This is an optimization exercise on Yosys and OpenROAD, whose aim is small area, not a production implementation.
At most, simulation tests tie the RTL to the original design; equivalence was not proved.
Only the layout flow was run in run 3; the RTL was not checked for function there.
No activity file was given, so power comes from the tool's default toggle rates.

File: design/flow/design.v
module sha_spi_host #(
  parameter int unsigned CLK_DIV        = 2,
  parameter int unsigned TIMEOUT_CYCLES = 65535
) (
  input  logic         clk,
  input  logic         reset_n,
  input  logic         start,
  input  logic [511:0] message,
  output logic         busy,
  output logic [255:0] hash,
  output logic         hash_valid,
  output logic         timeout,
  output logic         sck,
  output logic         sdi,
  input  logic         sdo,
  output logic         block_load,
  output logic         message_load,
  input  logic         done,
  output logic [2:0]   fsm_state
);
  localparam logic [1:0] M_IDLE = 2'd0, M_TX = 2'd1, M_WAIT = 2'd2, M_RX = 2'd3;
  localparam logic [15:0] TX_BASE = 16'hF800;
  localparam logic [15:0] RX_BASE = 16'hFC00;
  localparam logic [15:0] TO_LAST = 16'(TIMEOUT_CYCLES - 1);
  logic [1:0]   mode;
  logic [15:0]  cnt;
  logic [511:0] tx_sr;
  logic         done_s1, done_s2;
  logic is_idle, is_tx, is_wait, is_rx;
  logic accept, tx_shift, rx_shift, shift, hold, cnt_end, go_rx, expire;
  logic [511:0] shift_in;
  assign is_idle = (mode == M_IDLE);
  assign is_tx   = (mode == M_TX);
  assign is_wait = (mode == M_WAIT);
  assign is_rx   = (mode == M_RX);
  assign cnt_end  = &cnt;
  assign accept   = is_idle & start;
  assign tx_shift = is_tx & cnt[1] & cnt[0];
  assign rx_shift = is_rx & ~cnt[1] & cnt[0];
  assign shift    = tx_shift | rx_shift;
  assign hold     = ~accept & ~shift;
  assign shift_in = {tx_sr[510:0], sdo};
  assign go_rx    = is_wait & done_s2;
  assign expire   = is_wait & ~done_s2 & (cnt == TO_LAST);
  assign busy         = ~is_idle;
  assign block_load   = is_tx;
  assign message_load = is_tx;
  assign sck          = (is_tx & cnt[1]) | (is_rx & ~cnt[1]);
  assign sdi          = is_tx & tx_sr[511];
  assign hash         = tx_sr[255:0];
  assign fsm_state    = is_tx   ? {1'b0, cnt[1], ~cnt[1]} :
                        is_wait ? 3'd3 :
                        is_rx   ? {1'b1, 1'b0, cnt[1]} : 3'd0;
  always_ff @(posedge clk or negedge reset_n) begin
    if (!reset_n) begin
      mode       <= M_IDLE;
      hash_valid <= 1'b0;
      timeout    <= 1'b0;
    end else begin
      timeout <= expire;
      if (accept) hash_valid <= 1'b0;
      else if (is_rx & cnt_end) hash_valid <= 1'b1;
      case (mode)
        M_IDLE: if (start) mode <= M_TX;
        M_TX:   if (cnt_end) mode <= M_WAIT;
        M_WAIT: if (done_s2) mode <= M_RX;
                else if (cnt == TO_LAST) mode <= M_IDLE;
        M_RX:   if (cnt_end) mode <= M_IDLE;
      endcase
    end
  end
  always_ff @(posedge clk) begin
    done_s1 <= done;
    done_s2 <= done_s1;
    if (accept)     cnt <= TX_BASE;
    else if (go_rx) cnt <= RX_BASE;
    else            cnt <= cnt + 16'd1;
    for (int i = 0; i < 512; i++)
      tx_sr[i] <= (accept & message[i]) | (shift & shift_in[i]) | (hold & tx_sr[i]);
  end
endmodule
File: design/flow/flow/run.sh
#!/bin/bash
# Standard ORFS layout, except that the port buffers are the smallest buffer (buf_1)
# instead of the cell buffer_ports picks by default.
set -euo pipefail
export BUFFER_PORTS_ARGS="-buffer_cell sky130_fd_sc_hd__buf_1"
bash standard.sh > flow_make.log 2>&1
File: design/flow/standard.sh
#!/bin/bash
# synth_recipe.tcl (not shown) runs the flow's synth.tcl, then flattens the netlist and writes it again
# the make line also repeats each setting of config.mk as NAME=value (left out here)
make -C /OpenROAD-flow-scripts/flow DESIGN_CONFIG=/design/flow/config.mk WORK_HOME=/design/flow/orfs CLKGATE_MAP_FILE= SYNTH_SCRIPT=/design/flow/synth_recipe.tcl "${@:-finish}"
File: design/flow/config.mk
export PLATFORM = sky130hd
export DESIGN_NAME = sha_spi_host
export DESIGN_NICKNAME = sha_spi_host
export VERILOG_FILES = /design/flow/design.v
export SDC_FILE = /design/flow/constraint.sdc
export NUM_CORES = 4
export LEC_CHECK = 0
export ABC_AREA = 1
export CAP_MARGIN = 20
export CORE_MARGIN = 2
export CORE_UTILIZATION = 40
export SLEW_MARGIN = 20
File: design/flow/constraint.sdc
create_clock -name core_clock -period 5.0 [get_ports {clk}]
set_input_delay 1.0000 -clock core_clock [delete_from_list [all_inputs] [get_ports {clk}]]
set_output_delay 1.0000 -clock core_clock [all_outputs]
set_load 0.01 [all_outputs]
==> flow_summary_export.csv, run 1 <==
group,metric,value,unit
status,status,"no timing/DRC/antenna violations",
placement,globalplace.congestion,0.950,
worst_setup_path,critical_path.max_fanout,6,
worst_setup_path,worstPathArrival,2.07,ns
clocking,cts_repair_resized_insts,0,
die,fp.coreArea,56300,µm²
drt,wl_per_cell,18.6,µm
grt,vias_in_the_first_global_route,18499,
layout,drive_gt1_share,3.81,%
sta,finalCriticalPeriod,3.07,ns
synthesis,syn-mean-instance-area,8.66,µm²
drt,finalWirelength,72000,µm
clocking,post_cts_buffers,0,
worst_setup_path,list_of_cells_traversed_by_the_critical_path,"inv_1 -> nand2_1 -> inv_1 -> nand2_1 -> nand2_1 -> buf_1",
placement,dp_hpwl,54000,µm
sta,fin_skew,0.0292,ns
sta,report.final.setup_viol,0,
synthesis,synth-seq-area-share,47.2,%
layout,area_delta_synth_final,13.2,%
clocking,tritoncts_clock_tree,"built",
sta,hold_ws,0.220,ns
drt,detail_route.vias_per_cell,5.02,
die,dieHeight,242,µm
placement,detailedPlace.worstSlack,2.05,ns
power_and_ir_drop,power.density,340,nW/µm²
clocking,cts-buffers-inserted,56,
worst_setup_path,cpPeakStageDelay,0.46,ns
worst_setup_path,critPathSlowestCell,"sky130_fd_sc_hd__buf_1",
worst_setup_path,critical_path.most_common_cell,"sky130_fd_sc_hd__nand2_1",
clocking,htree_num_levels,2,
die,chipWidth,242,µm
clocking,ctsHoldBuffers,0,
synthesis,ys_dominant_reg_cell,"sky130_fd_sc_hd__dfxtp_1",
sta,slew_headroom,32.3,%
synthesis,postSynth.asyncResetShare,0.749,%
layout,final_nets,3578,
synthesis,post_synth_instance_area,22700,µm²
synthesis,synth.largest_area_cell,"sky130_fd_sc_hd__dfxtp_1",
clocking,clock_latency_on_the_worst_skew_pair,0.61,ns
synthesis,synth.top_cells.by_count,"554 x sky130_fd_sc_hd__nand2_1, 532 x sky130_fd_sc_hd__inv_1, 530 x sky130_fd_sc_hd__dfxtp_1",
clocking,clock_edge_transition_at_the_registers_on_the_reported_setup_and_hold_paths,0.06,ns
synthesis,yosysWarningCount,1,
synthesis,ys_top_cells_by_area,"sky130_fd_sc_hd__dfxtp_1 47%, sky130_fd_sc_hd__o221ai_1 20%, sky130_fd_sc_hd__nand2_1 9.2%",
synthesis,synth_top_cell_area_share,46.7,%
sta,final-hold-violation-count,0,
grt,grt_start_max_net_pins,195,
worst_setup_path,cp-start-kind,"flip-flop",
flow_run,maxCapViolCount,0,
clocking,max-clock-path-buffers,3,
grt,grt_pass1_wl,107000,µm
die,ios,783,
drt,routed-via-count,19417,
power_and_ir_drop,peak_supply_drop,0.000295,V
synthesis,synthDistinctLibCells,29,
sta,final_worst_path_cycle_share,61.3,%
sta,finalSetupTns,0,ns
sta,postLayoutSetupSlackWorst,1.93,ns
synthesis,synth_edf_count,0,
drt,drcViolationCount,0,
die,start_util,40.3,%
synthesis,netlist_instances,2622,
grt,number_of_antenna_violations_at_the_first_check_in_global_routing,22,
sta,fmax,326,MHz
drt,drtAntennaViolNets,0,
clocking,cts_num_sinks,534,
clocking,cts-root-buf,"sky130_fd_sc_hd__clkbuf_16",
worst_setup_path,data_required_time_of_the_critical_path,4.00,ns
placement,port-buffer-count,782,
synthesis,yosysMostFrequentCell,"sky130_fd_sc_hd__nand2_1",
drt,drtIter0Drc,1534,
power_and_ir_drop,fin_total_pwr,8730,µW
synthesis,postSynthRegisterBits,534,
sta,max_slew.worst_pin.slew,1.02,ns
die,die_area,58700,µm²
worst_setup_path,cp-end-kind,"output port",
layout,final_util,45.7,%
grt,globalRoute.totalOverflow,0,
grt,grt_util_all_layers,23.2,%
worst_setup_path,worstSetupPathType,"flip-flop to output port",
sta,grt_setup_unrepaired,"no",
min_path,hold_path.class,"input pin to async pin",
die,core.rowCount,87,
sta,slew_viol_final,0,
power_and_ir_drop,power.leakage,0.0123,µW
drt,drtPass1Iterations,5,
[metrics by stage]
step                      cell area (µm²)  std cells
after floorplan                     22700       2622
after global placement              23800       3757
after detailed placement            23800       3757
after CTS                           25700       3857
after global routing                25700       3862
final                               25700       3867
[flip-flops by register name, summed over array words and instances, names as in the netlist]
name        cells
done_s1         1
mode            2
timeout         1
cnt            16
tx_sr         512
done_s2         1
hash_valid      1
[per-layer routing]
layer / share of wire, % / vias up / global-route usage [%]
met4: 4.2 / 30 / 10.8
met5: 0.29 / - / 0
met3: 10 / 168 / 8.60
met1: 40 / 8976 / 28.2
li1: - / 9485 / -
met2: 45 / 758 / 36.5
[critical path: cells and delay by family (launching register included)]
kind,cells,cell delay [ns]
and+or+nand+nor,3,0.31
DFF,1,0.43
buffers and inverters,3,0.71
[area by class of cell]
cell class	instances	area [µm²]
Tap cell	756	946
Multi-Input combinational cell	1129	6930
Clock inverter	16	208
Timing Repair Buffer	804	3190
Inverter	534	2010
Fill cell	5737	30600
Antenna cell	10	25.0
Sequential cell	534	10700
Clock buffer	84	1700
[logic make-up (layout without fill, tap and decap cells)]
family | after synthesis | in the layout | synth area share [%]
XOR/XNOR | 1 | 1 | 0.0386
flip-flops | 534 | 534 | 47.2
other | 0 | 10 | 0
adder cells (fa/ha/maj) | 2 | 2 | 0.110
buffers and inverters | 959 | 1438 | 22.4
AO/OA/AOI/OAI | 528 | 528 | 20.1
AND/OR/NAND/NOR | 598 | 598 | 10.1
[cell usage in the layout, fill, tap and decap left out, drive strengths merged]
master	synthesis	routed
diode	0	10
o31ai	1	1
clkinvlp	0	2
nand3b	2	2
nor4	1	1
nand3	15	15
o21a	2	2
or2	2	2
o21ai	7	7
o22ai	1	1
dfxtp	530	530
buf	422	804
clkinv	1	8
a21oi	5	5
inv	533	536
nand4	2	2
bufinv	0	4
nand2	555	555
nor3	6	6
o221ai	511	511
nor2	15	15
clkbuf	3	84
xnor2	1	1
dfrtp	4	4
o211ai	1	1
ha	2	2
[path summary, 6_finish.rpt]
path                            startpoint           end  slack [ns]  cells past startpoint
worst max-delay path               mode[1]  fsm_state[1]        1.93                      6
worst min-delay path               reset_n       mode[1]        0.22                      1
worst max register to register     mode[1]    tx_sr[421]        2.33                      6
worst min register to register     done_s1       done_s2        0.33                      0
max in group asynchronous          reset_n    hash_valid        4.60                      1
min in group core_clock            done_s1       done_s2        0.33                      0
[power by group]
part	switching (µW)	internal (µW)	leakage (µW)
Sequential	2.87	4260	0.00434
Clock	1730	2540	0.000938
Combinational	100	94.5	0.00706
Total	1840	6900	0.0123
==> run 2: changes to the inputs <==
--- a/design/flow/config.mk
+++ b/design/flow/config.mk
@@ -9,4 +9,5 @@
 export CAP_MARGIN = 20
 export CORE_MARGIN = 2
 export CORE_UTILIZATION = 40
+export CTS_BUF_LIST = sky130_fd_sc_hd__clkbuf_4
 export SLEW_MARGIN = 20
==> flow_summary_export.csv, run 2 <==
group,metric,value,unit
power_and_ir_drop,power.leakage,0.0125,µW
drt,met2WireLength,33200,µm
synthesis,synthDistinctLibCells,29,
synthesis,syn-mean-instance-area,8.66,µm²
grt,grt_util_all_layers,23.7,%
sta,slew_headroom,36.5,%
drt,detail_route.vias_per_cell,4.95,
worst_setup_path,timing.critical_path.max_delay_family,"buffers and inverters",
placement,placed_cells_incl_taps,3757,
synthesis,synth_top_cell_area_share,46.7,%
sta,slew_viol_final,0,
synthesis,synth.largest_area_cell,"sky130_fd_sc_hd__dfxtp_1",
sta,final_worst_path_cycle_share,67.4,%
drt,route.top_layer_used,"met5",
flow_run,maxCapViolCount,0,
synthesis,ys_top_cells_by_area,"sky130_fd_sc_hd__dfxtp_1 47%, sky130_fd_sc_hd__o221ai_1 20%, sky130_fd_sc_hd__nand2_1 9.2%",
sta,fin_skew,0.0451,ns
sta,finalSetupTns,0,ns
grt,number_of_antenna_violations_at_the_first_check_in_global_routing,20,
die,start_util,40.3,%
drt,drtIter0Drc,1429,
power_and_ir_drop,peak_supply_drop,0.000241,V
synthesis,netlist_instances,2622,
sta,grt_setup_unrepaired,"no",
synthesis,yosysMostFrequentCell,"sky130_fd_sc_hd__nand2_1",
drt,wl_per_cell,18.1,µm
drt,routed-via-count,19847,
layout,num-fill-cells,5841,
layout,registers_with_the_most_flip_flops,"tx_sr: 512 flops, cnt: 16 flops, mode: 2 flops",
worst_setup_path,cpPeakStageDelay,0.44,ns
sta,final-hold-violation-count,0,
placement,globalplace.congestion,0.950,
synthesis,yosysWarningCount,1,
die,core.rowCount,87,
clocking,post_cts_buffers,0,
die,die_area,58700,µm²
synthesis,post_synth_instance_area,22700,µm²
synthesis,synth-seq-area-share,47.2,%
sta,hold_ws,0.174,ns
placement,port-buffer-count,782,
drt,drtAntennaViolNets,0,
clocking,cts_repair_resized_insts,0,
worst_setup_path,critical_path.most_common_cell,"sky130_fd_sc_hd__nand2_1",
clocking,cts-root-buf,"sky130_fd_sc_hd__clkbuf_4",
layout,layout_common_cells,"782 x sky130_fd_sc_hd__buf_1, 554 x sky130_fd_sc_hd__nand2_1, 532 x sky130_fd_sc_hd__inv_1",
layout,final_nets,3670,
layout,most_flop_heavy_register,"tx_sr",
worst_setup_path,critPathSlowestCell,"sky130_fd_sc_hd__buf_1",
drt,drtPass1Iterations,7,
worst_setup_path,data_required_time_of_the_critical_path,4.00,ns
sta,max_slew.worst_pin.slew,0.953,ns
worst_setup_path,cp-start-kind,"flip-flop",
synthesis,synth_edf_count,0,
clocking,htree_num_levels,4,
worst_setup_path,critical_path.max_fanout,6,
drt,drcViolationCount,0,
drt,wl_met1,29500,µm
synthesis,postSynthRegisterBits,534,
placement,dp_hpwl,54000,µm
worst_setup_path,critical_path.n_buffers_inverters,3,
grt,grt_pass1_wl,108000,µm
synthesis,ys_dominant_reg_cell,"sky130_fd_sc_hd__dfxtp_1",
grt,globalRoute.totalOverflow,0,
synthesis,postSynth.asyncResetShare,0.749,%
clocking,clock_latency_on_the_worst_skew_pair,0.95,ns
power_and_ir_drop,power.density,327,nW/µm²
sta,finalCriticalPeriod,3.37,ns
layout,drive_gt1_share,8.02,%
clocking,ctsHoldBuffers,1,
layout,area_delta_synth_final,13.0,%
grt,grt_start_max_net_pins,195,
worst_setup_path,worstPathArrival,2.37,ns
drt,met3WireLength,7350,µm
worst_setup_path,worstSetupPathType,"flip-flop to output port",
clocking,cts-buffers-inserted,147,
synthesis,synth.top_cells.by_count,"554 x sky130_fd_sc_hd__nand2_1, 532 x sky130_fd_sc_hd__inv_1, 530 x sky130_fd_sc_hd__dfxtp_1",
layout,final_common_cell,"sky130_fd_sc_hd__buf_1",
layout,flip_flop_count_of_the_largest_register_after_layout,512,
layout,finished_layout_cells,4013,
clocking,max-clock-path-buffers,3,
clocking,cts_num_sinks,534,
die,fp.coreArea,56300,µm²
clocking,tritoncts_clock_tree,"built",
sta,fmax,297,MHz
die,ios,783,
worst_setup_path,list_of_cells_traversed_by_the_critical_path,"inv_1 -> nand2_1 -> inv_1 -> nand2_1 -> nand2_1 -> buf_1",
drt,finalWirelength,72800,µm
sta,report.final.setup_viol,0,
worst_setup_path,cp-end-kind,"output port",
clocking,clock_edge_transition_at_the_registers_on_the_reported_setup_and_hold_paths,0.06,ns
min_path,hold_path.class,"input pin to flip-flop",
status,status,"no timing/DRC/antenna violations",
die,chipWidth,242,µm
grt,vias_in_the_first_global_route,19068,
die,dieHeight,242,µm
run 2: cell counts after synthesis:
No cell type changed its count.
run 2: final timing paths:
path	slack, ns	depth (start not counted)	start	to
worst max register to register	2.30	6	mode[1]	tx_sr[443]
worst min register to register	0.32	0	done_s1	done_s2
worst max-delay path	1.63	6	mode[1]	fsm_state[1]
max in group asynchronous	4.33	2	reset_n	mode[0]
min in group asynchronous	0.47	2	reset_n	timeout
worst min-delay path	0.17	1	done	done_s1
run 2: kinds of logic (layout without fill, tap and decap cells):
group,count (synthesis),in the layout,share of synthesized area [%]
AOI/OAI and AO/OA,528,528,20.1
xor gates and xnor gates,1,1,0.0386
adders and majority gates,2,2,0.110
buffers and inverters,959,1580,22.4
DFF,534,534,47.2
other,0,14,0
and+or+nand+nor,598,598,10.1
run 2: per-layer routing:
metal  track usage, %  up-vias
met5                0        -
met2             36.8      798
met1             27.9     9137
li1                 -     9745
met4             12.2       20
met3             10.3      147
run 2: metrics by stage:
step	setup WS (ns)	util, %	area, µm²	total power (µW)
final	1.63	45.6	25700	8400
after CTS	1.44	45.5	25600	8510
after global routing	1.40	45.6	25600	8760
after global placement	2.07	42.3	23800	4560
after detailed placement	2.05	42.3	23800	4550
after floorplan	3.08	-	22700	4370
run 2: power by group:
| part | switching (µW) | total (µW) | internal [µW] |
|---|---|---|---|
| combinational | 101 | 196 | 95.0 |
| sequential | 2.87 | 4260 | 4260 |
| clock | 1790 | 3940 | 2150 |
| total | 1900 | 8400 | 6500 |
run 2: area by class of cell:
cell class	count	area [µm²]	share of cell area, %
diodes	14	35.0	0.136
clock buffers	220	1650	6.43
clock inverters	21	188	0.731
inverters	534	2010	7.84
multi-input cells	1129	6930	27.0
flip-flops and latches	534	10700	41.7
well taps	756	946	3.69
repair buffers	805	3200	12.5
==> run 3: changes to the inputs <==
--- a/design/flow/design.v
+++ b/design/flow/design.v
@@ -25,10 +25,10 @@
   logic [1:0]   mode;
   logic [15:0]  cnt;
   logic [511:0] tx_sr;
+  logic [255:0] rx_sr;
   logic         done_s1, done_s2;
   logic is_idle, is_tx, is_wait, is_rx;
-  logic accept, tx_shift, rx_shift, shift, hold, cnt_end, go_rx, expire;
-  logic [511:0] shift_in;
+  logic accept, tx_shift, rx_shift, cnt_end, go_rx, expire;
   assign is_idle = (mode == M_IDLE);
   assign is_tx   = (mode == M_TX);
   assign is_wait = (mode == M_WAIT);
@@ -37,9 +37,6 @@
   assign accept   = is_idle & start;
   assign tx_shift = is_tx & cnt[1] & cnt[0];
   assign rx_shift = is_rx & ~cnt[1] & cnt[0];
-  assign shift    = tx_shift | rx_shift;
-  assign hold     = ~accept & ~shift;
-  assign shift_in = {tx_sr[510:0], sdo};
   assign go_rx    = is_wait & done_s2;
   assign expire   = is_wait & ~done_s2 & (cnt == TO_LAST);
   assign busy         = ~is_idle;
@@ -47,7 +44,7 @@
   assign message_load = is_tx;
   assign sck          = (is_tx & cnt[1]) | (is_rx & ~cnt[1]);
   assign sdi          = is_tx & tx_sr[511];
-  assign hash         = tx_sr[255:0];
+  assign hash         = rx_sr;
   assign fsm_state    = is_tx   ? {1'b0, cnt[1], ~cnt[1]} :
                         is_wait ? 3'd3 :
                         is_rx   ? {1'b1, 1'b0, cnt[1]} : 3'd0;
@@ -75,7 +72,9 @@
     if (accept)     cnt <= TX_BASE;
     else if (go_rx) cnt <= RX_BASE;
     else            cnt <= cnt + 16'd1;
-    for (int i = 0; i < 512; i++)
-      tx_sr[i] <= (accept & message[i]) | (shift & shift_in[i]) | (hold & tx_sr[i]);
+    tx_sr <= ({512{accept}} & message) |
+             ({512{tx_shift}} & {tx_sr[510:0], 1'b0}) |
+             ({512{~accept & ~tx_shift}} & tx_sr);
+    if (rx_shift) rx_sr <= {rx_sr[254:0], sdo};
   end
 endmodule
==> design/flow/run.sh (new file) <==
#!/bin/bash
# synth_recipe.tcl (not shown) runs the flow's synth.tcl, then flattens the netlist and writes it again
# the make line also repeats each setting of config.mk as NAME=value (left out here)
make -C /OpenROAD-flow-scripts/flow DESIGN_CONFIG=/design/flow/config.mk WORK_HOME=/design/flow/orfs CLKGATE_MAP_FILE= SYNTH_SCRIPT=/design/flow/synth_recipe.tcl finish
--- a/design/flow/config.mk
+++ b/design/flow/config.mk
@@ -9,5 +9,4 @@
 export CAP_MARGIN = 20
 export CORE_MARGIN = 2
 export CORE_UTILIZATION = 40
-export CTS_BUF_LIST = sky130_fd_sc_hd__clkbuf_4
 export SLEW_MARGIN = 20
removed: design/flow/flow/run.sh
removed: design/flow/standard.sh
==> flow_summary_export.csv, run 3 <==
group,metric,value,unit
synthesis,synth_top_cell_area_share,37.7,%
drt,drtPass1Iterations,6,
synthesis,synth.top_cells.by_count,"545 x sky130_fd_sc_hd__nand2_1, 531 x sky130_fd_sc_hd__inv_1, 530 x sky130_fd_sc_hd__dfxtp_1",
drt,drtAntennaViolNets,0,
synthesis,yosysMostFrequentCell,"sky130_fd_sc_hd__nand2_1",
sta,report.final.setup_viol,0,
power_and_ir_drop,power.density,337,nW/µm²
die,dieHeight,269,µm
grt,grt_pass1_wl,130000,µm
layout,final_common_cell,"sky130_fd_sc_hd__clkdlybuf4s50_1",
clocking,clock_edge_transition_at_the_registers_on_the_reported_setup_and_hold_paths,0.06,ns
layout,drive_gt1_share,5.19,%
clocking,clock_latency_on_the_worst_skew_pair,0.62,ns
synthesis,synthDistinctLibCells,30,
synthesis,yosysWarningCount,1,
drt,drtIter0Drc,1618,
synthesis,synth_edf_count,256,
synthesis,post_synth_instance_area,28200,µm²
clocking,htree_num_levels,3,
sta,fin_skew,0.0229,ns
clocking,cts-buffers-inserted,83,
layout,area_delta_synth_final,40.5,%
grt,grt_util_all_layers,23.0,%
synthesis,syn-mean-instance-area,10.8,µm²
layout,final_nets,3859,
synthesis,ys_dominant_reg_cell,"sky130_fd_sc_hd__dfxtp_1",
layout,num-fill-cells,6023,
sta,final_worst_path_cycle_share,65.3,%
die,ios,783,
clocking,post_cts_buffers,0,
clocking,ctsHoldBuffers,0,
clocking,max-clock-path-buffers,3,
clocking,tritoncts_clock_tree,"built",
worst_setup_path,critical_path.max_fanout,5,
layout,layout_common_cells,"782 x sky130_fd_sc_hd__clkdlybuf4s50_1, 544 x sky130_fd_sc_hd__nand2_1, 531 x sky130_fd_sc_hd__inv_1",
layout,flip_flop_count_of_the_largest_register_after_layout,512,
placement,port-buffer-count,782,
sta,max_slew.worst_pin.slew,1.20,ns
sta,slew_viol_final,0,
synthesis,postSynthRegisterBits,790,
layout,final_util,56.6,%
die,die_area,72600,µm²
worst_setup_path,cp-end-kind,"output port",
synthesis,ys_top_cells_by_area,"sky130_fd_sc_hd__dfxtp_1 38%, sky130_fd_sc_hd__edfxtp_1 27%, sky130_fd_sc_hd__o221ai_1 16%",
layout,registers_with_the_most_flip_flops,"tx_sr: 512 flops, rx_sr: 256 flops, cnt: 16 flops",
placement,globalplace.congestion,0.886,
placement,dp_hpwl,63700,µm
die,core.rowCount,97,
sta,grt_setup_unrepaired,"no",
grt,vias_in_the_first_global_route,22000,
power_and_ir_drop,power.leakage,0.0166,µW
layout,final_cell_area,39600,µm²
drt,drcViolationCount,0,
placement,placed_area,36700,µm²
die,start_util,40.3,%
worst_setup_path,cp-start-kind,"flip-flop",
drt,wl_per_cell,19.7,µm
clocking,cts_repair_resized_insts,0,
clocking,cts-root-buf,"sky130_fd_sc_hd__clkbuf_16",
sta,finalCriticalPeriod,3.26,ns
worst_setup_path,worstSetupPathType,"flip-flop to output port",
drt,detail_route.vias_per_cell,5.09,
grt,grt_start_max_net_pins,248,
drt,routed-via-count,22221,
sta,fmax,306,MHz
worst_setup_path,worstPathArrival,2.26,ns
grt,globalRoute.totalOverflow,0,
synthesis,postSynth.asyncResetShare,0.506,%
min_path,hold_path.class,"flip-flop to flip-flop",
sta,final-hold-violation-count,0,
synthesis,netlist_instances,2617,
worst_setup_path,data_required_time_of_the_critical_path,4.00,ns
sta,slew_headroom,20.3,%
status,status,"no timing/DRC/antenna violations",
grt,number_of_antenna_violations_at_the_first_check_in_global_routing,28,
layout,most_flop_heavy_register,"tx_sr",
sta,hold_ws,0.325,ns
drt,finalWirelength,86200,µm
synthesis,synth.largest_area_cell,"sky130_fd_sc_hd__dfxtp_1",
flow_run,maxCapViolCount,0,
power_and_ir_drop,peak_supply_drop,0.000272,V
die,fp.coreArea,69900,µm²
clocking,cts_num_sinks,790,
die,chipWidth,269,µm
synthesis,synth-seq-area-share,65.3,%
==> run 3: cell count changes in the layout (fill, tap and decap cells not counted), moves of 6 or more <==
cell,delta
sky130_fd_sc_hd__buf_1,-782
sky130_fd_sc_hd__edfxtp_1,+256
sky130_fd_sc_hd__clkbuf_16,+88
sky130_fd_sc_hd__clkbuf_8,+20
sky130_fd_sc_hd__diode_2,+6
sky130_fd_sc_hd__clkbuf_4,-220
sky130_fd_sc_hd__nand2_1,-10
sky130_fd_sc_hd__clkdlybuf4s50_1,+782
sky130_fd_sc_hd__clkbuf_1,+11
sky130_fd_sc_hd__clkinv_2,+16
==> run 3: metal layers <==
metal  GRT usage (%)  vias up  wire length, µm
li1                -    10590                -
met1            27.3    10684            33800
met2            40.4      809            44000
met3            5.51      128             6090
met4            8.77       10             2310
met5               0        -               70
==> run 3: path summary, 6_finish.rpt <==
kind	from	endpoint	slack, ns	cells past startpoint
worst max-delay path	mode[0]	fsm_state[0]	1.74	5
worst min-delay path	done_s1	done_s2	0.32	0
worst max register to register	mode[0]	tx_sr[226]	2.22	6
worst min register to register	done_s1	done_s2	0.32	0
max in group asynchronous	reset_n	mode[1]	4.21	1
min in group asynchronous	reset_n	timeout	0.60	1
==> run 3: report_power, final <==
part / leakage [µW] / internal (µW) / switching [µW]
combinational: 0.00925 / 351 / 94.8
clock: 0.00142 / 3770 / 2530
sequential: 0.00593 / 6580 / 0.358
total: 0.0166 / 10700 / 2630
==> run 3: critical path, cell delays in order, from the launching register on <==
cell and delay (ns):
sky130_fd_sc_hd__dfrtp_1 0.44, sky130_fd_sc_hd__inv_2 0.09, sky130_fd_sc_hd__nor2_4 0.20, sky130_fd_sc_hd__inv_1 0.14, sky130_fd_sc_hd__o21ai_0 0.16, sky130_fd_sc_hd__clkdlybuf4s50_1 0.63
==> run 3: logic make-up (layout without fill, tap and decap cells) <==
group	count (synthesis)	count (layout)	share of synthesized area (%)
AOI/OAI and AO/OA	531	531	16.3
and+or+nand+nor	589	589	8.11
other	0	20	0
xor gates and xnor gates	2	2	0.0622
adders and majority gates	2	2	0.0888
DFF	790	790	65.3
buffers and inverters	703	1495	10.2
==> run 3: layout make-up <==
class                           count  area, µm²  area share (%)
Antenna cell                       20       50.0           0.126
Clock buffer                      119       2520            6.36
Clock inverter                     35        338           0.854
Inverter                          533       2010            5.07
Multi-Input combinational cell   1124       6940            17.5
Sequential cell                   790      18400            46.5
Tap cell                          940       1180            2.97
Timing Repair Buffer              808       8150            20.6
==> run 3: through the flow <==
step	total power [µW]	std cells	setup WS, ns	setup TNS (ns)
global route	13700	4367	1.61	0
finish	13300	4369	1.74	0
floorplan	6720	2617	-2.04	-523.32
detailed placement	7160	4195	1.73	0
global placement	7170	4195	1.77	0
CTS	13500	4349	1.69	0
==> run 4: changes to the inputs <==
--- a/design/flow/design.v
+++ b/design/flow/design.v
@@ -25,10 +25,10 @@
   logic [1:0]   mode;
   logic [15:0]  cnt;
   logic [511:0] tx_sr;
-  logic [255:0] rx_sr;
   logic         done_s1, done_s2;
   logic is_idle, is_tx, is_wait, is_rx;
-  logic accept, tx_shift, rx_shift, cnt_end, go_rx, expire;
+  logic accept, tx_shift, rx_shift, shift, hold, cnt_end, go_rx, expire;
+  logic [511:0] shift_in;
   assign is_idle = (mode == M_IDLE);
   assign is_tx   = (mode == M_TX);
   assign is_wait = (mode == M_WAIT);
@@ -37,6 +37,9 @@
   assign accept   = is_idle & start;
   assign tx_shift = is_tx & cnt[1] & cnt[0];
   assign rx_shift = is_rx & ~cnt[1] & cnt[0];
+  assign shift    = tx_shift | rx_shift;
+  assign hold     = ~accept & ~shift;
+  assign shift_in = {tx_sr[510:0], sdo};
   assign go_rx    = is_wait & done_s2;
   assign expire   = is_wait & ~done_s2 & (cnt == TO_LAST);
   assign busy         = ~is_idle;
@@ -44,7 +47,7 @@
   assign message_load = is_tx;
   assign sck          = (is_tx & cnt[1]) | (is_rx & ~cnt[1]);
   assign sdi          = is_tx & tx_sr[511];
-  assign hash         = rx_sr;
+  assign hash         = tx_sr[255:0];
   assign fsm_state    = is_tx   ? {1'b0, cnt[1], ~cnt[1]} :
                         is_wait ? 3'd3 :
                         is_rx   ? {1'b1, 1'b0, cnt[1]} : 3'd0;
@@ -72,9 +75,7 @@
     if (accept)     cnt <= TX_BASE;
     else if (go_rx) cnt <= RX_BASE;
     else            cnt <= cnt + 16'd1;
-    tx_sr <= ({512{accept}} & message) |
-             ({512{tx_shift}} & {tx_sr[510:0], 1'b0}) |
-             ({512{~accept & ~tx_shift}} & tx_sr);
-    if (rx_shift) rx_sr <= {rx_sr[254:0], sdo};
+    for (int i = 0; i < 512; i++)
+      tx_sr[i] <= (accept & message[i]) | (shift & shift_in[i]) | (hold & tx_sr[i]);
   end
 endmodule
==> design/flow/flow/run.sh (new file) <==
#!/bin/bash
# Standard ORFS layout with four changes that only affect how the layout is built:
#  - the port buffers are the smallest buffer (buf_1) instead of buffer_ports' default cell;
#  - before floorplanning, the combinational logic is remapped for area (flow/restructure.tcl);
#  - the floorplan step removes buffers instead of resizing (REMOVE_ABC_BUFFERS);
#  - clock tree synthesis uses larger sink clusters and no dummy loads.
set -euo pipefail
HERE=$(cd "$(dirname "$0")" && pwd)
export BUFFER_PORTS_ARGS="-buffer_cell sky130_fd_sc_hd__buf_1"
export REMOVE_ABC_BUFFERS=1
export PRE_FLOORPLAN_TCL="$HERE/restructure.tcl"
export CTS_ARGS="-sink_clustering_enable -repair_clock_nets -dont_use_dummy_load -sink_clustering_size 12 -sink_clustering_max_diameter 60 -buf_list sky130_fd_sc_hd__clkbuf_8"
bash standard.sh > flow_make.log 2>&1
==> design/flow/flow/restructure.tcl (new file) <==
# Pre-floorplan hook: remap the synthesized combinational logic for area with OpenROAD's
# restructure (ABC). Registers are untouched.
set_dont_use $::env(DONT_USE_CELLS)
file mkdir $::env(OBJECTS_DIR)/rmp
restructure -target area -liberty_file [lindex $::env(LIB_FILES) 0] \
  -tielo_port sky130_fd_sc_hd__conb_1/LO -tiehi_port sky130_fd_sc_hd__conb_1/HI \
  -work_dir $::env(OBJECTS_DIR)/rmp -abc_logfile $::env(OBJECTS_DIR)/rmp/abc.log
report_design_area
==> design/flow/standard.sh (new file) <==
#!/bin/bash
# synth_recipe.tcl (not shown) runs the flow's synth.tcl, then flattens the netlist and writes it again
# the make line also repeats each setting of config.mk as NAME=value (left out here)
make -C /OpenROAD-flow-scripts/flow DESIGN_CONFIG=/design/flow/config.mk WORK_HOME=/design/flow/orfs CLKGATE_MAP_FILE= SYNTH_SCRIPT=/design/flow/synth_recipe.tcl "${@:-finish}"
--- a/design/flow/config.mk
+++ b/design/flow/config.mk
@@ -8,5 +8,5 @@
 export ABC_AREA = 1
 export CAP_MARGIN = 20
 export CORE_MARGIN = 2
-export CORE_UTILIZATION = 40
+export CORE_UTILIZATION = 30
 export SLEW_MARGIN = 20
removed: design/flow/run.sh
==> flow_summary_export.csv, run 4 <==
group,metric,value,unit
layout,area_delta_synth_final,21.0,%
die,dieHeight,257,µm
placement,globalplace.congestion,0.937,
die,ios,783,
clocking,htree_num_levels,2,
clocking,clock_edge_transition_at_the_registers_on_the_reported_setup_and_hold_paths,0.09,ns
die,chipWidth,257,µm
grt,number_of_antenna_violations_at_the_first_check_in_global_routing,14,
layout,final_common_cell,"sky130_fd_sc_hd__buf_1",
synthesis,syn-mean-instance-area,10.1,µm²
sta,grt_setup_unrepaired,"no",
synthesis,netlist_instances,1898,
power_and_ir_drop,peak_supply_drop,0.000450,V
worst_setup_path,data_required_time_of_the_critical_path,4.00,ns
layout,registers_with_the_most_flip_flops,"tx_sr: 512 flops, cnt: 16 flops, mode: 2 flops",
sta,slew_viol_final,0,
sta,final_worst_path_cycle_share,62.2,%
grt,vias_in_the_first_global_route,16897,
power_and_ir_drop,power.leakage,0.00830,µW
clocking,post_cts_buffers,0,
flow_run,maxCapViolCount,0,
drt,finalWirelength,65200,µm
layout,final_cell_area,23100,µm²
die,core.rowCount,92,
clocking,max-clock-path-buffers,3,
min_path,hold_path.class,"input pin to async pin",
power_and_ir_drop,power.density,637,nW/µm²
sta,finalCriticalPeriod,3.11,ns
clocking,cts-buffers-inserted,52,
clocking,cts_num_sinks,534,
worst_setup_path,worstSetupPathType,"flip-flop to output port",
drt,drtPass1Iterations,10,
sta,finalSetupTns,0,ns
worst_setup_path,cp-end-kind,"output port",
worst_setup_path,worstPathArrival,2.11,ns
clocking,cts-root-buf,"sky130_fd_sc_hd__clkbuf_8",
grt,globalRoute.totalOverflow,0,
sta,hold_ws,0.173,ns
drt,routed-via-count,18088,
sta,fin_skew,0.0441,ns
die,fp.coreArea,63100,µm²
grt,grt_util_all_layers,18.2,%
die,start_util,30.3,%
synthesis,yosysWarningCount,1,
worst_setup_path,critical_path.max_fanout,7,
drt,detail_route.vias_per_cell,5.39,
clocking,ctsHoldBuffers,0,
placement,placed_area,22400,µm²
die,die_area,65800,µm²
sta,max_slew.worst_pin.slew,1.12,ns
clocking,clock_latency_on_the_worst_skew_pair,0.63,ns
grt,grt_pass1_wl,96600,µm
layout,most_flop_heavy_register,"tx_sr",
drt,drtAntennaViolNets,0,
drt,wl_per_cell,19.4,µm
drt,drtIter0Drc,3712,
worst_setup_path,cp-start-kind,"flip-flop",
clocking,cts_repair_resized_insts,0,
layout,final_nets,3011,
clocking,tritoncts_clock_tree,"built",
synthesis,post_synth_instance_area,19100,µm²
placement,dp_hpwl,46400,µm
status,status,"no timing/DRC/antenna violations",
layout,drive_gt1_share,2.89,%
layout,layout_common_cells,"782 x sky130_fd_sc_hd__buf_1, 530 x sky130_fd_sc_hd__dfxtp_1, 526 x sky130_fd_sc_hd__clkinv_1",
placement,port-buffer-count,782,
sta,fmax,321,MHz
sta,slew_headroom,25.6,%
sta,report.final.setup_viol,0,
sta,final-hold-violation-count,0,
grt,grt_start_max_net_pins,207,
drt,drcViolationCount,0,
layout,flip_flop_count_of_the_largest_register_after_layout,512,
run 4: final cells by class:
cell class,instances,area (µm²)
Fill cell,6536,39900
Sequential cell,534,10700
Multi-Input combinational cell,580,5490
Timing Repair Buffer,799,3140
Inverter,527,1990
Tap cell,846,1060
Clock buffer,52,716
Antenna cell,20,50.0
run 4: per-stage QoR:
| step | setup WS [ns] | util [%] | total power (µW) | instances |
|---|---|---|---|---|
| 4_1_cts | 1.80 | 36.6 | 14800 | 3338 |
| 3_5_place_dp | 1.73 | 35.5 | 12400 | 3286 |
| 6_report | 1.89 | 36.7 | 14700 | 3358 |
| 2_1_floorplan | -85.92 | - | 11000 | 1641 |
| 5_1_grt | 1.62 | 36.7 | 15800 | 3348 |
| 3_3_place_gp | 1.83 | 35.5 | 12200 | 3286 |
run 4: worst paths after layout:
path                         start      end  slack [ns]  cells after the start
setup / recovery           mode[0]      sck        1.89                      5
hold / removal             reset_n  mode[0]        0.17                      1
setup reg to reg            cnt[1]  mode[1]        1.92                     14
hold reg to reg            done_s1  done_s2        0.34                      0
max in group asynchronous  reset_n  timeout        4.65                      1
min in group core_clock    done_s1  done_s2        0.34                      0
run 4: critical path, stage by stage (launching register included):
cell                       delay (ns)
sky130_fd_sc_hd__dfrtp_1         0.39
sky130_fd_sc_hd__clkinv_1        0.19
sky130_fd_sc_hd__nor2_1          0.31
sky130_fd_sc_hd__clkinv_1        0.14
sky130_fd_sc_hd__o22ai_1         0.24
sky130_fd_sc_hd__buf_1           0.21
run 4: power by group:
part / switching [µW] / internal, µW / total, µW / leakage, µW
combinational: 3640 / 1960 / 5600 / 0.00349
clock: 1390 / 923 / 2310 / 0.000374
sequential: 1080 / 5750 / 6830 / 0.00443
total: 6110 / 8630 / 14700 / 0.00830
run 4: layer usage:
metal	vias up	routed length (µm)	global-route usage (%)
met3	137	6490	5.71
li1	8280	-	-
met1	8685	24500	21.1
met4	4	2340	8.62
met5	-	30	0
met2	982	31800	30.5
==> run 5: changes to the inputs <==
--- a/design/flow/flow/run.sh
+++ b/design/flow/flow/run.sh
@@ -9,5 +9,5 @@
 export BUFFER_PORTS_ARGS="-buffer_cell sky130_fd_sc_hd__buf_1"
 export REMOVE_ABC_BUFFERS=1
 export PRE_FLOORPLAN_TCL="$HERE/restructure.tcl"
-export CTS_ARGS="-sink_clustering_enable -repair_clock_nets -dont_use_dummy_load -sink_clustering_size 12 -sink_clustering_max_diameter 60 -buf_list sky130_fd_sc_hd__clkbuf_8"
+export CTS_ARGS="-sink_clustering_enable -repair_clock_nets -dont_use_dummy_load -sink_clustering_size 32 -sink_clustering_max_diameter 80 -buf_list sky130_fd_sc_hd__clkbuf_16"
 bash standard.sh > flow_make.log 2>&1
==> flow_summary_export.csv, run 5 <==
group,metric,value,unit
status,status,"no timing/DRC/antenna violations",
synthesis,yosysWarningCount,1,
clocking,cts_repair_resized_insts,0,
sta,hold_ws,0.193,ns
drt,drtIter0Drc,3624,
layout,registers_with_the_most_flip_flops,"tx_sr: 512 flops, cnt: 16 flops, mode: 2 flops",
grt,vias_in_the_first_global_route,16636,
clocking,clock_latency_on_the_worst_skew_pair,0.61,ns
power_and_ir_drop,power.leakage,0.00829,µW
sta,grt_setup_unrepaired,"no",
sta,fin_skew,0.0695,ns
worst_setup_path,r2r-end,"mode[1]",
synthesis,syn-mean-instance-area,10.1,µm²
sta,max_slew.worst_pin.slew,1.11,ns
synthesis,post_synth_instance_area,19100,µm²
sta,slew_headroom,25.9,%
worst_setup_path,worstSetupPathType,"flip-flop to output port",
drt,routed-via-count,17902,
grt,globalRoute.totalOverflow,0,
drt,drtAntennaViolNets,0,
placement,port-buffer-count,782,
worst_setup_path,critical_path.most_common_cell,"sky130_fd_sc_hd__clkinv_1",
sta,slew_viol_final,0,
die,core.rowCount,92,
worst_setup_path,list_of_cells_traversed_by_the_critical_path,"clkinv_1 -> nor2_1 -> clkinv_1 -> o22ai_1 -> buf_1",
power_and_ir_drop,peak_supply_drop,0.000445,V
layout,drive_gt1_share,1.98,%
sta,report.final.setup_viol,0,
worst_setup_path,cpPeakStageDelay,0.40,ns
die,chipWidth,257,µm
clocking,post_cts_buffers,0,
flow_run,maxCapViolCount,0,
die,ios,783,
grt,grt_util_all_layers,17.9,%
layout,num-fill-cells,6501,
layout,area_delta_synth_final,21.0,%
layout,final_common_cell,"sky130_fd_sc_hd__buf_1",
clocking,cts_num_sinks,534,
layout,layout_common_cells,"782 x sky130_fd_sc_hd__buf_1, 530 x sky130_fd_sc_hd__dfxtp_1, 526 x sky130_fd_sc_hd__clkinv_1",
worst_setup_path,r2r-start,"cnt[1]",
drt,finalWirelength,64400,µm
min_path,hold_path.class,"input pin to async pin",
grt,grt_start_max_net_pins,207,
placement,detailedPlace.worstSlack,1.73,ns
sta,final_worst_path_cycle_share,62.2,%
layout,layout.area.seq,10700,µm²
worst_setup_path,critPathSlowestCell,"sky130_fd_sc_hd__dfrtp_1",
clocking,cts-buffers-inserted,29,
sta,finalCriticalPeriod,3.11,ns
grt,grt_pass1_wl,95800,µm
drt,drcViolationCount,0,
synthesis,netlist_instances,1898,
placement,dp_hpwl,46400,µm
drt,wl_per_cell,19.3,µm
clocking,ctsHoldBuffers,0,
layout,area_used_by_multi_input_combinational_logic,5490,µm²
worst_setup_path,data_required_time_of_the_critical_path,4.00,ns
die,dieHeight,257,µm
clocking,max-clock-path-buffers,3,
drt,drtPass1Iterations,14,
die,start_util,30.3,%
worst_setup_path,cp-start-kind,"flip-flop",
die,fp.coreArea,63100,µm²
sta,finalSetupTns,0,ns
worst_setup_path,critical_path.max_fanout,7,
clocking,htree_num_levels,1,
worst_setup_path,r2r_slack,1.90,ns
grt,number_of_antenna_violations_at_the_first_check_in_global_routing,10,
worst_setup_path,worstPathArrival,2.11,ns
sta,postLayoutSetupSlackWorst,1.89,ns
placement,globalplace.congestion,0.937,
worst_setup_path,rr_worst_depth,14,
clocking,tritoncts_clock_tree,"built",
clocking,clock_edge_transition_at_the_registers_on_the_reported_setup_and_hold_paths,0.11,ns
clocking,cts-root-buf,"sky130_fd_sc_hd__clkbuf_16",
sta,fmax,321,MHz
worst_setup_path,cp-end-kind,"output port",
layout,most_flop_heavy_register,"tx_sr",
layout,flip_flop_count_of_the_largest_register_after_layout,512,
drt,detail_route.vias_per_cell,5.38,
die,die_area,65800,µm²
layout,final_nets,2988,
power_and_ir_drop,power.density,639,nW/µm²
sta,final-hold-violation-count,0,
-- run 5: how the worst max path moves through the flow --
stage,depth (start not counted),slack [ns],startpoint,endpoint
6_report,5,1.89,mode[0],sck
5_1_grt,13,1.57,cnt[1],hash_valid
4_1_cts,9,1.81,mode[0],tx_sr[295]
3_5_place_dp,7,1.73,start,tx_sr[154]
3_3_place_gp,7,1.83,start,tx_sr[154]
2_1_floorplan,8,-85.92,mode[0],tx_sr[0]
-- run 5: metrics by stage --
step	cell area [µm²]	total power (µW)	util [%]	cells
after global placement	22400	12200	35.5	3286
after detailed placement	22400	12400	35.5	3286
final	23100	14800	36.7	3329
after CTS	23100	14900	36.6	3315
after floorplan	18200	11000	-	1641
after global routing	23100	15800	36.7	3321
-- run 5: per-layer routing --
layer	up-vias	track usage, %	wire length (µm)
li1	8236	-	-
met1	8593	21.3	24500
met2	953	30.9	31800
met3	114	4.56	6070
met4	6	6.72	1980
met5	-	0	44
-- run 5: layout make-up --
class / count / area share (%)
flip-flops and latches: 534 / 46.3
repair buffers: 799 / 13.6
clock buffers: 29 / 3.14
well taps: 846 / 4.57
multi-input cells: 580 / 23.7
diodes: 14 / 0.151
inverters: 527 / 8.58
-- run 5: critical path: cells and delay by family (launching register included) --
family | cells | cell delay (ns)
buf+inv | 3 | 0.54
flops | 1 | 0.40
simple gates | 1 | 0.30
compound gates | 1 | 0.26
-- run 5: report_power, final --
part | switching, µW | total, µW | internal [µW] | leakage [µW]
Sequential | 1080 | 6830 | 5750 | 0.00443
Combinational | 3640 | 5600 | 1960 | 0.00349
Clock | 1340 | 2360 | 1030 | 0.000357
Total | 6060 | 14800 | 8730 | 0.00829
==> run 6: changes to the inputs <==
--- a/design/flow/flow/run.sh
+++ b/design/flow/flow/run.sh
@@ -9,5 +9,5 @@
 export BUFFER_PORTS_ARGS="-buffer_cell sky130_fd_sc_hd__buf_1"
 export REMOVE_ABC_BUFFERS=1
 export PRE_FLOORPLAN_TCL="$HERE/restructure.tcl"
-export CTS_ARGS="-sink_clustering_enable -repair_clock_nets -dont_use_dummy_load -sink_clustering_size 32 -sink_clustering_max_diameter 80 -buf_list sky130_fd_sc_hd__clkbuf_16"
+export CTS_ARGS="-sink_clustering_enable -repair_clock_nets -dont_use_dummy_load -sink_clustering_size 8 -sink_clustering_max_diameter 40 -buf_list sky130_fd_sc_hd__clkbuf_4"
 bash standard.sh > flow_make.log 2>&1
==> flow_summary_export.csv, run 6 <==
group,metric,value,unit
worst_setup_path,worstSetupPathType,"flip-flop to output port",
clocking,cts-root-buf,"sky130_fd_sc_hd__clkbuf_4",
placement,globalplace.congestion,0.937,
clocking,cts-buffers-inserted,91,
die,chipWidth,257,µm
worst_setup_path,worstPathArrival,2.34,ns
clocking,clock_latency_on_the_worst_skew_pair,0.84,ns
sta,fmax,300,MHz
layout,layout_common_cells,"782 x sky130_fd_sc_hd__buf_1, 530 x sky130_fd_sc_hd__dfxtp_1, 526 x sky130_fd_sc_hd__clkinv_1",
grt,globalRoute.totalOverflow,0,
grt,vias_in_the_first_global_route,17185,
clocking,cts_num_sinks,534,
layout,flip_flop_count_of_the_largest_register_after_layout,512,
power_and_ir_drop,comb_power_share,38.2,%
layout,most_flop_heavy_register,"tx_sr",
power_and_ir_drop,peak_supply_drop,0.000448,V
power_and_ir_drop,switchingPower,6150,µW
sta,finalSetupTns,0,ns
sta,final_worst_path_cycle_share,66.7,%
min_path,hold_path.class,"input pin to flip-flop",
synthesis,post_synth_instance_area,19100,µm²
worst_setup_path,data_required_time_of_the_critical_path,4.00,ns
grt,grt_start_max_net_pins,207,
sta,final-hold-violation-count,0,
synthesis,netlist_instances,1898,
power_and_ir_drop,power.leakage,0.00835,µW
die,fp.coreArea,63100,µm²
clocking,htree_num_levels,3,
clocking,max-clock-path-buffers,3,
worst_setup_path,cp-end-kind,"output port",
drt,drtAntennaViolNets,0,
sta,finalCriticalPeriod,3.34,ns
layout,final_common_cell,"sky130_fd_sc_hd__buf_1",
placement,dp_hpwl,46400,µm
sta,slew_viol_final,0,
power_and_ir_drop,power.share.switching,41.9,%
clocking,tritoncts_clock_tree,"built",
power_and_ir_drop,fin_total_pwr,14700,µW
worst_setup_path,critical_path.max_fanout,7,
power_and_ir_drop,p_seq_share,46.5,%
layout,area_delta_synth_final,20.9,%
sta,grt_setup_unrepaired,"no",
power_and_ir_drop,power.density,635,nW/µm²
sta,report.final.setup_viol,0,
power_and_ir_drop,internal-power,8540,µW
drt,detail_route.vias_per_cell,5.41,
die,core.rowCount,92,
drt,finalWirelength,65600,µm
drt,drcViolationCount,0,
sta,max_slew.worst_pin.slew,1.19,ns
grt,grt_util_all_layers,18.4,%
worst_setup_path,cp-start-kind,"flip-flop",
clocking,clock_edge_transition_at_the_registers_on_the_reported_setup_and_hold_paths,0.09,ns
sta,slew_headroom,21.0,%
layout,final_nets,3051,
drt,drtPass1Iterations,11,
grt,number_of_antenna_violations_at_the_first_check_in_global_routing,12,
die,dieHeight,257,µm
die,ios,783,
die,die_area,65800,µm²
sta,fin_skew,0.157,ns
die,start_util,30.3,%
synthesis,yosysWarningCount,1,
grt,grt_pass1_wl,97500,µm
sta,hold_ws,0.250,ns
drt,drtIter0Drc,3647,
synthesis,syn-mean-instance-area,10.1,µm²
flow_run,maxCapViolCount,0,
layout,registers_with_the_most_flip_flops,"tx_sr: 512 flops, cnt: 16 flops, mode: 2 flops",
drt,routed-via-count,18389,
layout,drive_gt1_share,4.38,%
status,status,"no timing/DRC/antenna violations",
power_and_ir_drop,p_clk_share,15.4,%
drt,wl_per_cell,19.3,µm
placement,port-buffer-count,782,
[run 6: layer usage]
layer / share of wire (%) / vias to the layer above / GRT usage, %
met5: 0.067 / - / 0
met4: 3.0 / 6 / 7.59
met3: 10 / 144 / 6.41
met2: 49 / 1084 / 31.1
met1: 38 / 8757 / 21.2
li1: - / 8398 / -
[run 6: critical path: stages (launching register included)]
cell and delay [ns]:
sky130_fd_sc_hd__dfrtp_1 0.39, sky130_fd_sc_hd__clkinv_1 0.19, sky130_fd_sc_hd__nor2_1 0.32, sky130_fd_sc_hd__clkinv_1 0.14
sky130_fd_sc_hd__o22ai_1 0.24, sky130_fd_sc_hd__buf_1 0.21
[run 6: power groups by stage]
stage,clock network (µW),registers [µW],logic (µW)
4_1_cts,2390,6800,5590
6_report,2260,6830,5610
2_1_floorplan,0,7440,3510
3_3_place_gp,0,6840,5370
5_1_grt,2560,6970,6220
3_5_place_dp,0,6870,5580
[run 6: final cells by class]
type	instances	area, µm²
Multi-Input combinational cell	580	5490
Timing Repair Buffer	800	3150
Clock buffer	91	683
Inverter	527	1990
Fill cell	6539	40000
Antenna cell	19	47.5
Sequential cell	534	10700
Tap cell	846	1060
[run 6: per-stage QoR]
step | instance area, µm² | std cells | setup slack (ns) | utilization, %
finish | 23100 | 3397 | 1.66 | 36.7
global route | 23100 | 3387 | 1.40 | 36.6
CTS | 23100 | 3378 | 1.51 | 36.6
detailed placement | 22400 | 3286 | 1.73 | 35.5
global placement | 22400 | 3286 | 1.83 | 35.5
floorplan | 18200 | 1641 | -85.92 | -
[run 6: final timing paths]
kind / start / slack, ns / cells after the start / end
setup / recovery: mode[0] / 1.66 / 5 / sck
hold / removal: done / 0.25 / 1 / done_s1
setup reg to reg: mode[0] / 1.82 / 9 / tx_sr[169]
hold reg to reg: done_s1 / 0.34 / 0 / done_s2
max in group asynchronous: reset_n / 4.30 / 2 / timeout
min in group asynchronous: reset_n / 0.52 / 2 / mode[0]
[run 6: what timing repair did]
action                    4_1_cts  5_1_grt
hold endpoints to repair        4        0
buffers inserted                0        0
hold buffers                    1        0
gates resized for setup         0        0
==> run 7: changes to the inputs <==
--- a/design/flow/flow/run.sh
+++ b/design/flow/flow/run.sh
@@ -9,5 +9,5 @@
 export BUFFER_PORTS_ARGS="-buffer_cell sky130_fd_sc_hd__buf_1"
 export REMOVE_ABC_BUFFERS=1
 export PRE_FLOORPLAN_TCL="$HERE/restructure.tcl"
-export CTS_ARGS="-sink_clustering_enable -repair_clock_nets -dont_use_dummy_load -sink_clustering_size 8 -sink_clustering_max_diameter 40 -buf_list sky130_fd_sc_hd__clkbuf_4"
+export CTS_ARGS="-sink_clustering_enable -repair_clock_nets -dont_use_dummy_load -sink_clustering_size 16 -sink_clustering_max_diameter 60 -buf_list sky130_fd_sc_hd__clkbuf_8"
 bash standard.sh > flow_make.log 2>&1
==> flow_summary_export.csv, run 7 <==
group,metric,value,unit
die,start_util,30.3,%
worst_setup_path,cp-start-kind,"flip-flop",
layout,flip_flop_count_of_the_largest_register_after_layout,512,
layout,drive_gt1_share,2.58,%
status,status,"no timing/DRC/antenna violations",
power_and_ir_drop,fin_total_pwr,14600,µW
clocking,max-clock-path-buffers,3,
clocking,clock_edge_transition_at_the_registers_on_the_reported_setup_and_hold_paths,0.10,ns
grt,vias_in_the_first_global_route,16734,
power_and_ir_drop,p_clk_share,14.7,%
power_and_ir_drop,switchingPower,6080,µW
sta,fmax,321,MHz
power_and_ir_drop,peak_supply_drop,0.000449,V
synthesis,syn-mean-instance-area,10.1,µm²
layout,final_common_cell,"sky130_fd_sc_hd__buf_1",
die,chipWidth,257,µm
sta,final_worst_path_cycle_share,62.3,%
drt,drtIter0Drc,3483,
layout,most_flop_heavy_register,"tx_sr",
grt,number_of_antenna_violations_at_the_first_check_in_global_routing,13,
drt,drcViolationCount,0,
synthesis,yosysWarningCount,1,
sta,slew_headroom,24.6,%
flow_run,maxCapViolCount,0,
layout,registers_with_the_most_flip_flops,"tx_sr: 512 flops, cnt: 16 flops, mode: 2 flops",
sta,fin_skew,0.0743,ns
power_and_ir_drop,power.share.switching,41.7,%
drt,detail_route.vias_per_cell,5.42,
layout,area_delta_synth_final,20.4,%
worst_setup_path,critical_path.max_fanout,7,
placement,port-buffer-count,782,
die,die_area,65800,µm²
clocking,cts_num_sinks,534,
sta,final-hold-violation-count,0,
power_and_ir_drop,power.density,633,nW/µm²
die,dieHeight,257,µm
synthesis,netlist_instances,1898,
power_and_ir_drop,p_seq_share,46.8,%
clocking,htree_num_levels,2,
placement,globalplace.congestion,0.937,
clocking,ctsHoldBuffers,0,
sta,finalSetupTns,0,ns
drt,finalWirelength,65000,µm
sta,report.final.setup_viol,0,
sta,max_slew.worst_pin.slew,1.13,ns
die,fp.coreArea,63100,µm²
clocking,post_cts_buffers,0,
min_path,hold_path.class,"input pin to async pin",
synthesis,post_synth_instance_area,19100,µm²
power_and_ir_drop,comb_power_share,38.5,%
die,ios,783,
worst_setup_path,critical_path.n_buffers_inverters,3,
grt,grt_util_all_layers,18.1,%
sta,slew_viol_final,0,
worst_setup_path,list_of_cells_traversed_by_the_critical_path,"clkinv_1 -> nor2_1 -> clkinv_1 -> o22ai_1 -> buf_1",
grt,grt_pass1_wl,96500,µm
worst_setup_path,cpPeakStageDelay,0.40,ns
power_and_ir_drop,internal-power,8500,µW
power_and_ir_drop,power.leakage,0.00824,µW
drt,routed-via-count,18134,
drt,drtPass1Iterations,12,
worst_setup_path,worstSetupPathType,"flip-flop to output port",
placement,dp_hpwl,46400,µm
layout,layout_common_cells,"782 x sky130_fd_sc_hd__buf_1, 530 x sky130_fd_sc_hd__dfxtp_1, 526 x sky130_fd_sc_hd__clkinv_1",
drt,wl_per_cell,19.4,µm
worst_setup_path,critPathSlowestCell,"sky130_fd_sc_hd__dfrtp_1",
die,core.rowCount,92,
clocking,cts_repair_resized_insts,0,
worst_setup_path,critical_path.most_common_cell,"sky130_fd_sc_hd__clkinv_1",
sta,finalCriticalPeriod,3.11,ns
grt,grt_start_max_net_pins,207,
worst_setup_path,worstPathArrival,2.11,ns
clocking,cts-buffers-inserted,44,
worst_setup_path,cp-end-kind,"output port",
grt,globalRoute.totalOverflow,0,
worst_setup_path,data_required_time_of_the_critical_path,4.00,ns
clocking,tritoncts_clock_tree,"built",
drt,drtAntennaViolNets,0,
sta,grt_setup_unrepaired,"no",
worst_setup_path,timing.critical_path.max_delay_family,"buffers and inverters",
layout,final_nets,3003,
clocking,clock_latency_on_the_worst_skew_pair,0.62,ns
clocking,cts-root-buf,"sky130_fd_sc_hd__clkbuf_8",
==> run 7: path summary, 6_finish.rpt <==
check / startpoint / endpoint / slack (ns) / cells after the start
max reg2reg: mode[0] / tx_sr[284] / 1.92 / 9
min reg2reg: done_s1 / done_s2 / 0.34 / 0
max: mode[0] / sck / 1.89 / 5
min in group core_clock: done_s1 / done_s2 / 0.34 / 0
max in group asynchronous: reset_n / mode[1] / 4.65 / 1
min: reset_n / mode[0] / 0.18 / 1
==> run 7: layer usage <==
layer  vias to the layer above  part of all wire (%)  track usage, %  wire length (µm)
li1                       8272                     -               -                 -
met3                       123                   9.6            5.36              6270
met2                      1015                    49            30.9             32100
met5                         -                 0.068               0                44
met4                         6                   2.8            7.09              1840
met1                      8718                    38            21.4             24800
==> run 7: power groups by stage <==
stage               Sequential, µW  Clock [µW]  Combinational, µW
floorplan                     7440           0               3510
global placement              6840           0               5370
detailed placement            6870           0               5580
CTS                           6800        2250               5590
global route                  6970        2410               6220
finish                        6830        2140               5610
==> run 7: layout make-up <==
type	instances	area, µm²
antenna	18	45.0
clock buffer	44	606
fill	6544	40000
inverter	527	1990
multi-input combinational	580	5490
sequential	534	10700
tap	846	1060
timing repair buffer	799	3140
==> run 7: through the flow <==
stage	setup slack [ns]	instances	util, %	hold slack [ns]	area [µm²]
after detailed placement	1.73	3286	35.5	0.317	22400
after floorplan	-85.92	1641	-	0.310	18200
final	1.89	3348	36.5	0.178	23000
after CTS	1.79	3330	36.4	0.0915	23000
after global placement	1.83	3286	35.5	0.324	22400
after global routing	1.61	3339	36.5	0.128	23000

## static timing again, ports no longer ideal
In the flow no input, the clock included, has a driving cell. The finished layouts below were timed again as built, in two steps.
Step 1, drivers: a clkbuf_16 drives clk and a buf_2 each remaining input, both assumed.
Step 2 moves the port delays by t, midway between the first and last clock arrival at a register: inputs arrive t later, outputs are due t later. That takes back most of the time a late clock gives input paths.
Three values: ideal, step 1, step 2; two values: the first two.
run | t (ns) | slack for setup (ns) | worst data-port slew with drivers (ns)
run 1 | 0.652 | 1.935 / 1.875 / 2.020 | 0.17
run 2 | 0.980 | 1.631 / 1.573 / 2.002 | 0.17
run 3 | 0.673 | 1.737 / 1.673 / 1.734 | 0.17
run 4 | 0.665 | 1.889 / 1.831 / 1.675 | 0.12
run 5 | 0.629 | 1.888 / 1.831 / 1.688 | 0.12
run 6 | 0.814 | 1.664 / 1.612 / 1.576 | 0.11
run 7 | 0.643 | 1.886 / 1.828 / 1.648 | 0.11
After both steps setup and hold are still met in every run listed. For run 7, which loses most, drivers alone change the setup slack by -0.058 ns; drivers and shift together by -0.238 ns.
